What follows belongs to an exercise in optimizing a design on an open flow for small area; a production flow would make more cautious choices.
Where RTL was checked, it was by simulation tests only, not by an equivalence proof against the original.
Power is estimated from default activity; no workload was simulated.

==> flow/design.v (excerpt) <==
module pid_controller_param #(
  parameter int DW   = pid_pkg::DEF_DW,
  parameter int FRAC = pid_pkg::DEF_FRAC,
  parameter int ACCW = 2*DW+4
) (
  input  logic                 clk,
  input  logic                 rst,
  input  logic                 en,
  input  logic                 clear,
  input  logic signed [DW-1:0] setpoint,
  input  logic signed [DW-1:0] feedback,
  input  logic signed [DW-1:0] kp,
  input  logic signed [DW-1:0] ki,
  input  logic signed [DW-1:0] kd,
  input  logic [ACCW-2:0]      int_limit,
  input  logic [15:0]          clk_times,
  output logic signed [DW-1:0] control_signal,
  output logic                 valid,
  output logic                 busy,
  output logic                 overrun
);
Size in the first run: roughly 2100 cells after synthesis, roughly 140 flip-flops, ~150 I/O pins, about 17000 µm² of cells after synthesis.
clock: 13.5 ns
lec_check: 0
abc_area: 1
cap_margin: 20
core_margin: 2
core_utilization: 40
slew_margin: 20
synth_hierarchical: 1
run.sh (not shown) runs the stock make flow with config.mk's settings and CLKGATE_MAP_FILE= SYNTH_SCRIPT=/design/flow/synth_recipe.tcl, a recipe that flattens the netlist after the stock synthesis.
The starting point went through all stages and came out clean.
Change:
CORE_UTILIZATION = 65   (was 40)
Global-route usage came out higher by 13 points; core utilization came out higher by 29 points; synthesized area does not change; register-to-register slack got worse by 0.12 ns; die area came out lower by well over a third; setup slack stays flat; power came out higher slightly.
Function was not checked in any run of this note: the RTL went through the layout flow alone.


Another version of the RTL of pid_controller_param (not shown whole).
For scale: roughly 1400 cells after synthesis, roughly 150 I/O pins, ~14000 um^2 of cells after synthesis.
==> flow/config.mk <==
export PLATFORM = sky130hd
export DESIGN_NAME = pid_controller_param
export DESIGN_NICKNAME = pid_controller_param
export VERILOG_FILES = /design/flow/design.v
export SDC_FILE = /design/flow/constraint.sdc
export NUM_CORES = 4
export LEC_CHECK = 0
export ABC_AREA = 1
export CAP_MARGIN = 20
export CORE_MARGIN = 2
export CORE_UTILIZATION = 65
export CTS_BUF_LIST = sky130_fd_sc_hd__clkbuf_8
export SLEW_MARGIN = 20
export SYNTH_HIERARCHICAL = 1
==> flow/constraint.sdc <==
create_clock -name core_clock -period 13.5 [get_ports {clk}]
set_input_delay 2.7000 -clock core_clock [delete_from_list [all_inputs] [get_ports {clk}]]
set_output_delay 2.7000 -clock core_clock [all_outputs]
set_load 0.01 [all_outputs]
standard.sh (not shown) runs the stock make flow with config.mk's settings and CLKGATE_MAP_FILE= SYNTH_SCRIPT=/design/flow/synth_recipe.tcl, a recipe that flattens the netlist after the stock synthesis.
==> flow/flow/run.sh <==
#!/bin/bash
# Standard synthesis; then the combinational logic re-mapped for area by ABC
# (registers, full/half adder cells and tie cells kept exactly as synthesized).
# Re-mapping is tried with two ABC scripts and 1 to 3 passes of each, and
# with the half adder cells re-mapped too (c); each result gets a quick pre-layout
# timing estimate, and the smallest one whose estimate is within the margin is
# kept (the fastest if none is). Then the standard layout, with the smallest
# buffer on the ports. Each tool logs to a file of its own here.
set -euo pipefail
export BUFFER_PORTS_ARGS="-buffer_cell sky130_fd_sc_hd__buf_1"
bash standard.sh synth > log_synth.log 2>&1
R=orfs/results/$FLOW_PLATFORM/pid_controller_param/base
P=$FLOW_HOME/platforms/$FLOW_PLATFORM
LIB=$P/lib/sky130_fd_sc_hd__tt_025C_1v80.lib
cp $R/1_2_yosys.v std_netlist.v
KEEP=$(grep -oE "sky130_fd_sc_hd__(df|edf|sdf|dl|fa_|ha_|conb)[a-z0-9_]*" std_netlist.v | sort -u | tr '\n' ' ')
KEEPC=$(grep -oE "sky130_fd_sc_hd__(df|edf|sdf|dl|fa_|conb)[a-z0-9_]*" std_netlist.v | sort -u | tr '\n' ' ')
MARGIN=-0.5
: > remap_choice.txt
for v in a b c; do
for k in 1 2 3; do
  n=$v$k
  src=flow/remap.abc; [[ $v == b ]] && src=flow/remap_b.abc
  keep=$KEEP; [[ $v == c ]] && keep=$KEEPC
  : > remap_$n.abc
  for i in $(seq 1 $k); do cat $src >> remap_$n.abc; done
  sed -e "s|@LIB@|$LIB|g" -e "s|@KEEP@|$keep|" -e "s|@TOP@|$FLOW_TOP|g" \
      -e "s|flow/remap.abc|remap_$n.abc|" -e "s|remap_stat.txt|remap_stat_$n.txt|" \
      -e "s|remap_netlist.v|remap_netlist_$n.v|" -e "s|remap_pre.txt|remap_pre_$n.txt|" \
      flow/remap.ys.in > remap_$n.ys
  yosys -l log_remap_$n.log -s remap_$n.ys > /dev/null
  a=$(awk '/Chip area for module/ {print $NF}' remap_stat_$n.txt | tail -1)
  PSTA_TLEF=$P/lef/sky130_fd_sc_hd.tlef PSTA_LEF=$P/lef/sky130_fd_sc_hd_merged.lef PSTA_LIB=$LIB \
  PSTA_NETLIST=remap_netlist_$n.v PSTA_TOP=$FLOW_TOP PSTA_SDC=$FLOW_SDC \
    openroad -no_init -exit flow/psta.tcl > log_psta_$n.log 2>&1 || true
  s=$(awk '/^BENCHPSTA/ {print $2}' log_psta_$n.log | tail -1)
  [[ -n "$s" ]] || s=-1000
  echo "$n $a $s" >> remap_choice.txt
done
done
best=$(awk -v m=$MARGIN '
  { if ($3 >= m && (ba == "" || $2 < ba)) { ba = $2; bn = $1 }
    if (fs == "" || $3 > fs) { fs = $3; fn = $1 } }
  END { print (bn != "" ? bn : fn) }' remap_choice.txt)
echo "chosen $best" >> remap_choice.txt
cp remap_netlist_$best.v $R/1_2_yosys.v
rm -f $R/1_synth.odb $R/1_synth.sdc
bash standard.sh > log_flow.log 2>&1
Other scripts of this flow, unchanged in this note and not shown: flow/flow/psta.tcl, flow/flow/remap.abc, flow/flow/remap.ys.in, flow/flow/remap_b.abc
The first run went through all stages and came out clean.
Rerun with:
--- a/flow/flow/run.sh
+++ b/flow/flow/run.sh
@@ -2,6 +2,5 @@
 # Standard synthesis; then the combinational logic re-mapped for area by ABC
 # (registers, full/half adder cells and tie cells kept exactly as synthesized).
-# Re-mapping is tried with two ABC scripts and 1 to 3 passes of each, and
-# with the half adder cells re-mapped too (c); each result gets a quick pre-layout
+# Re-mapping is tried with two ABC scripts and 1 to 3 passes of each; each result gets a quick pre-layout
 # timing estimate, and the smallest one whose estimate is within the margin is
 # kept (the fastest if none is). Then the standard layout, with the smallest
@@ -9,4 +8,5 @@
 set -euo pipefail
 export BUFFER_PORTS_ARGS="-buffer_cell sky130_fd_sc_hd__buf_1"
+export CTS_ARGS="-sink_clustering_enable -repair_clock_nets -buf_list sky130_fd_sc_hd__clkbuf_8 -sink_clustering_buffer sky130_fd_sc_hd__clkbuf_4"
 bash standard.sh synth > log_synth.log 2>&1
 R=orfs/results/$FLOW_PLATFORM/pid_controller_param/base
@@ -15,15 +15,13 @@
 cp $R/1_2_yosys.v std_netlist.v
 KEEP=$(grep -oE "sky130_fd_sc_hd__(df|edf|sdf|dl|fa_|ha_|conb)[a-z0-9_]*" std_netlist.v | sort -u | tr '\n' ' ')
-KEEPC=$(grep -oE "sky130_fd_sc_hd__(df|edf|sdf|dl|fa_|conb)[a-z0-9_]*" std_netlist.v | sort -u | tr '\n' ' ')
 MARGIN=-0.5
 : > remap_choice.txt
-for v in a b c; do
+for v in a b; do
 for k in 1 2 3; do
   n=$v$k
   src=flow/remap.abc; [[ $v == b ]] && src=flow/remap_b.abc
-  keep=$KEEP; [[ $v == c ]] && keep=$KEEPC
   : > remap_$n.abc
   for i in $(seq 1 $k); do cat $src >> remap_$n.abc; done
-  sed -e "s|@LIB@|$LIB|g" -e "s|@KEEP@|$keep|" -e "s|@TOP@|$FLOW_TOP|g" \
+  sed -e "s|@LIB@|$LIB|g" -e "s|@KEEP@|$KEEP|" -e "s|@TOP@|$FLOW_TOP|g" \
       -e "s|flow/remap.abc|remap_$n.abc|" -e "s|remap_stat.txt|remap_stat_$n.txt|" \
       -e "s|remap_netlist.v|remap_netlist_$n.v|" -e "s|remap_pre.txt|remap_pre_$n.txt|" \
The changed run completed with no timing, DRC or antenna violations.
Clock skew goes down by 7.4 ps.
Core utilization hardly moves.
Power grows by 1.5%.
Synthesized cell count drops by about 7%.
Cell count is lower by about 5.6%.
Routed wire length goes down by 1.6%.
Rerun with:
--- a/flow/flow/run.sh
+++ b/flow/flow/run.sh
@@ -8,5 +8,4 @@
 set -euo pipefail
 export BUFFER_PORTS_ARGS="-buffer_cell sky130_fd_sc_hd__buf_1"
-export CTS_ARGS="-sink_clustering_enable -repair_clock_nets -buf_list sky130_fd_sc_hd__clkbuf_8 -sink_clustering_buffer sky130_fd_sc_hd__clkbuf_4"
 bash standard.sh synth > log_synth.log 2>&1
 R=orfs/results/$FLOW_PLATFORM/pid_controller_param/base
The changed run produced a clean layout; power stays the same; critical path depth stays the same; flip-flop and latch count is unchanged; count of clock-buffer cells in the layout does not change; worst setup slack is unchanged.
Rerun with:
Settings changed: CAP_MARGIN 20 to 0, SLEW_MARGIN 20 to 0.
The changed run ran to the end with no violations.
Wire length stays the same.
Die area does not change.
Global-route usage does not change.
Clock skew stays the same.


Another version of the RTL of pid_controller_param (not shown whole).
Size in the first run: ~1300 cells after synthesis, roughly 150 I/O pins, about 0.014 mm² of cells after synthesis.
==> flow/config.mk <==
export PLATFORM = sky130hd
export DESIGN_NAME = pid_controller_param
export DESIGN_NICKNAME = pid_controller_param
export VERILOG_FILES = /design/flow/design.v
export SDC_FILE = /design/flow/constraint.sdc
export NUM_CORES = 4
export LEC_CHECK = 0
export ABC_AREA = 1
export CAP_MARGIN = 20
export CORE_MARGIN = 2
export CORE_UTILIZATION = 65
export CTS_BUF_LIST = sky130_fd_sc_hd__clkbuf_8
export SLEW_MARGIN = 20
export SYNTH_HIERARCHICAL = 1
==> flow/constraint.sdc <==
create_clock -name core_clock -period 13.5 [get_ports {clk}]
set_input_delay 2.7000 -clock core_clock [delete_from_list [all_inputs] [get_ports {clk}]]
set_output_delay 2.7000 -clock core_clock [all_outputs]
set_load 0.01 [all_outputs]
==> flow/flow/run.sh <==
#!/bin/bash
# Standard synthesis; then the combinational logic re-mapped for area by ABC
# (registers, full/half adder cells and tie cells kept exactly as synthesized).
# Re-mapping is tried with two ABC scripts and 1 to 3 passes of each; each result gets a quick pre-layout
# timing estimate, and the smallest one whose estimate is within the margin is
# kept (the fastest if none is). Then the standard layout, with the smallest
# buffer on the ports. Each tool logs to a file of its own here.
set -euo pipefail
export BUFFER_PORTS_ARGS="-buffer_cell sky130_fd_sc_hd__buf_1"
bash standard.sh synth > log_synth.log 2>&1
R=orfs/results/$FLOW_PLATFORM/pid_controller_param/base
P=$FLOW_HOME/platforms/$FLOW_PLATFORM
LIB=$P/lib/sky130_fd_sc_hd__tt_025C_1v80.lib
cp $R/1_2_yosys.v std_netlist.v
KEEP=$(grep -oE "sky130_fd_sc_hd__(df|edf|sdf|dl|fa_|ha_|conb)[a-z0-9_]*" std_netlist.v | sort -u | tr '\n' ' ')
MARGIN=-0.5
: > remap_choice.txt
for v in a b; do
for k in 1 2 3; do
  n=$v$k
  src=flow/remap.abc; [[ $v == b ]] && src=flow/remap_b.abc
  : > remap_$n.abc
  for i in $(seq 1 $k); do cat $src >> remap_$n.abc; done
  sed -e "s|@LIB@|$LIB|g" -e "s|@KEEP@|$KEEP|" -e "s|@TOP@|$FLOW_TOP|g" \
      -e "s|flow/remap.abc|remap_$n.abc|" -e "s|remap_stat.txt|remap_stat_$n.txt|" \
      -e "s|remap_netlist.v|remap_netlist_$n.v|" -e "s|remap_pre.txt|remap_pre_$n.txt|" \
      flow/remap.ys.in > remap_$n.ys
  yosys -l log_remap_$n.log -s remap_$n.ys > /dev/null
  a=$(awk '/Chip area for module/ {print $NF}' remap_stat_$n.txt | tail -1)
  PSTA_TLEF=$P/lef/sky130_fd_sc_hd.tlef PSTA_LEF=$P/lef/sky130_fd_sc_hd_merged.lef PSTA_LIB=$LIB \
  PSTA_NETLIST=remap_netlist_$n.v PSTA_TOP=$FLOW_TOP PSTA_SDC=$FLOW_SDC \
    openroad -no_init -exit flow/psta.tcl > log_psta_$n.log 2>&1 || true
  s=$(awk '/^BENCHPSTA/ {print $2}' log_psta_$n.log | tail -1)
  [[ -n "$s" ]] || s=-1000
  echo "$n $a $s" >> remap_choice.txt
done
done
best=$(awk -v m=$MARGIN '
  { if ($3 >= m && (ba == "" || $2 < ba)) { ba = $2; bn = $1 }
    if (fs == "" || $3 > fs) { fs = $3; fn = $1 } }
  END { print (bn != "" ? bn : fn) }' remap_choice.txt)
echo "chosen $best" >> remap_choice.txt
cp remap_netlist_$best.v $R/1_2_yosys.v
rm -f $R/1_synth.odb $R/1_synth.sdc
bash standard.sh > log_flow.log 2>&1
==> flow/flow/remap_b.abc <==
&get -n
&st
&dch -f
&nf -R 1000
&put
Other scripts of this flow, unchanged in this note and not shown: flow/flow/psta.tcl, flow/flow/remap.abc, flow/flow/remap.ys.in
The baseline ran to the end with no violations.
Change:
--- a/flow/flow/run.sh
+++ b/flow/flow/run.sh
@@ -3,3 +3,3 @@
 # (registers, full/half adder cells and tie cells kept exactly as synthesized).
-# Re-mapping is tried with two ABC scripts and 1 to 3 passes of each; each result gets a quick pre-layout
+# Re-mapping is tried with 1 to 3 passes; each result gets a quick pre-layout
 # timing estimate, and the smallest one whose estimate is within the margin is
@@ -17,8 +17,5 @@
 : > remap_choice.txt
-for v in a b; do
-for k in 1 2 3; do
-  n=$v$k
-  src=flow/remap.abc; [[ $v == b ]] && src=flow/remap_b.abc
+for n in 1 2 3; do
   : > remap_$n.abc
-  for i in $(seq 1 $k); do cat $src >> remap_$n.abc; done
+  for i in $(seq 1 $n); do cat flow/remap.abc >> remap_$n.abc; done
   sed -e "s|@LIB@|$LIB|g" -e "s|@KEEP@|$KEEP|" -e "s|@TOP@|$FLOW_TOP|g" \
@@ -36,3 +33,2 @@
 done
-done
 best=$(awk -v m=$MARGIN '
removed: flow/flow/remap_b.abc
Setup slack does not change.
Area after synthesis stays the same.
Sequential power is about the same.
Combinational power is about the same.

## port drivers added, routing unchanged
In the flow no input, the clock included, has a driving cell. The finished layouts below were timed again as built, in two steps. Step 1 sets driving cells, clkbuf_16 on the clock port and buf_2 on the other inputs (assumed; they add their load-dependent delay and slew). Step 2 times the ports against the registers' clock, not the clock port: input delays grow and output delays shrink by t, the midpoint of the rising clock arrivals with the driver on. a / b / c = ideal / step 1 / step 2; a / b = the first two.
| run | t (ns) | setup slack, ns | hold slack, ns | slew at the worst register clock pin (ns) | worst data-port slew with drivers (ns) |
|---|---|---|---|---|---|
| the first run of note 1 | 0.496 | 2.243 / 2.269 / 1.773 | 0.434 / 0.434 / 0.434 | 0.07 / 0.07 | 0.07 |
| the second run of note 1 | 0.487 | 2.241 / 2.255 / 1.768 | 0.449 / 0.449 / 0.449 | 0.09 / 0.09 | 0.05 |
| the first run of note 2 | 0.504 | 1.495 / 1.522 / 1.019 | 0.498 / 0.498 / 0.498 | 0.10 / 0.10 | 0.07 |
| the second run of note 2 | 0.519 | 0.695 / 0.712 / 0.193 | 0.498 / 0.498 / 0.498 | 0.10 / 0.10 | 0.06 |
| the third run of note 2 | 0.519 | 0.695 / 0.712 / 0.193 | 0.498 / 0.498 / 0.498 | 0.10 / 0.10 | 0.06 |
| the fourth run of note 2 | 0.519 | 0.695 / 0.712 / 0.193 | 0.498 / 0.498 / 0.498 | 0.10 / 0.10 | 0.06 |
| the first run of note 3 | 0.526 | 1.311 / 1.332 / 0.806 | 0.497 / 0.497 / 0.497 | 0.10 / 0.10 | 0.07 |
| the second run of note 3 | 0.526 | 1.311 / 1.332 / 0.806 | 0.497 / 0.497 / 0.497 | 0.10 / 0.10 | 0.07 |
After both steps setup and hold are still met in every run listed.
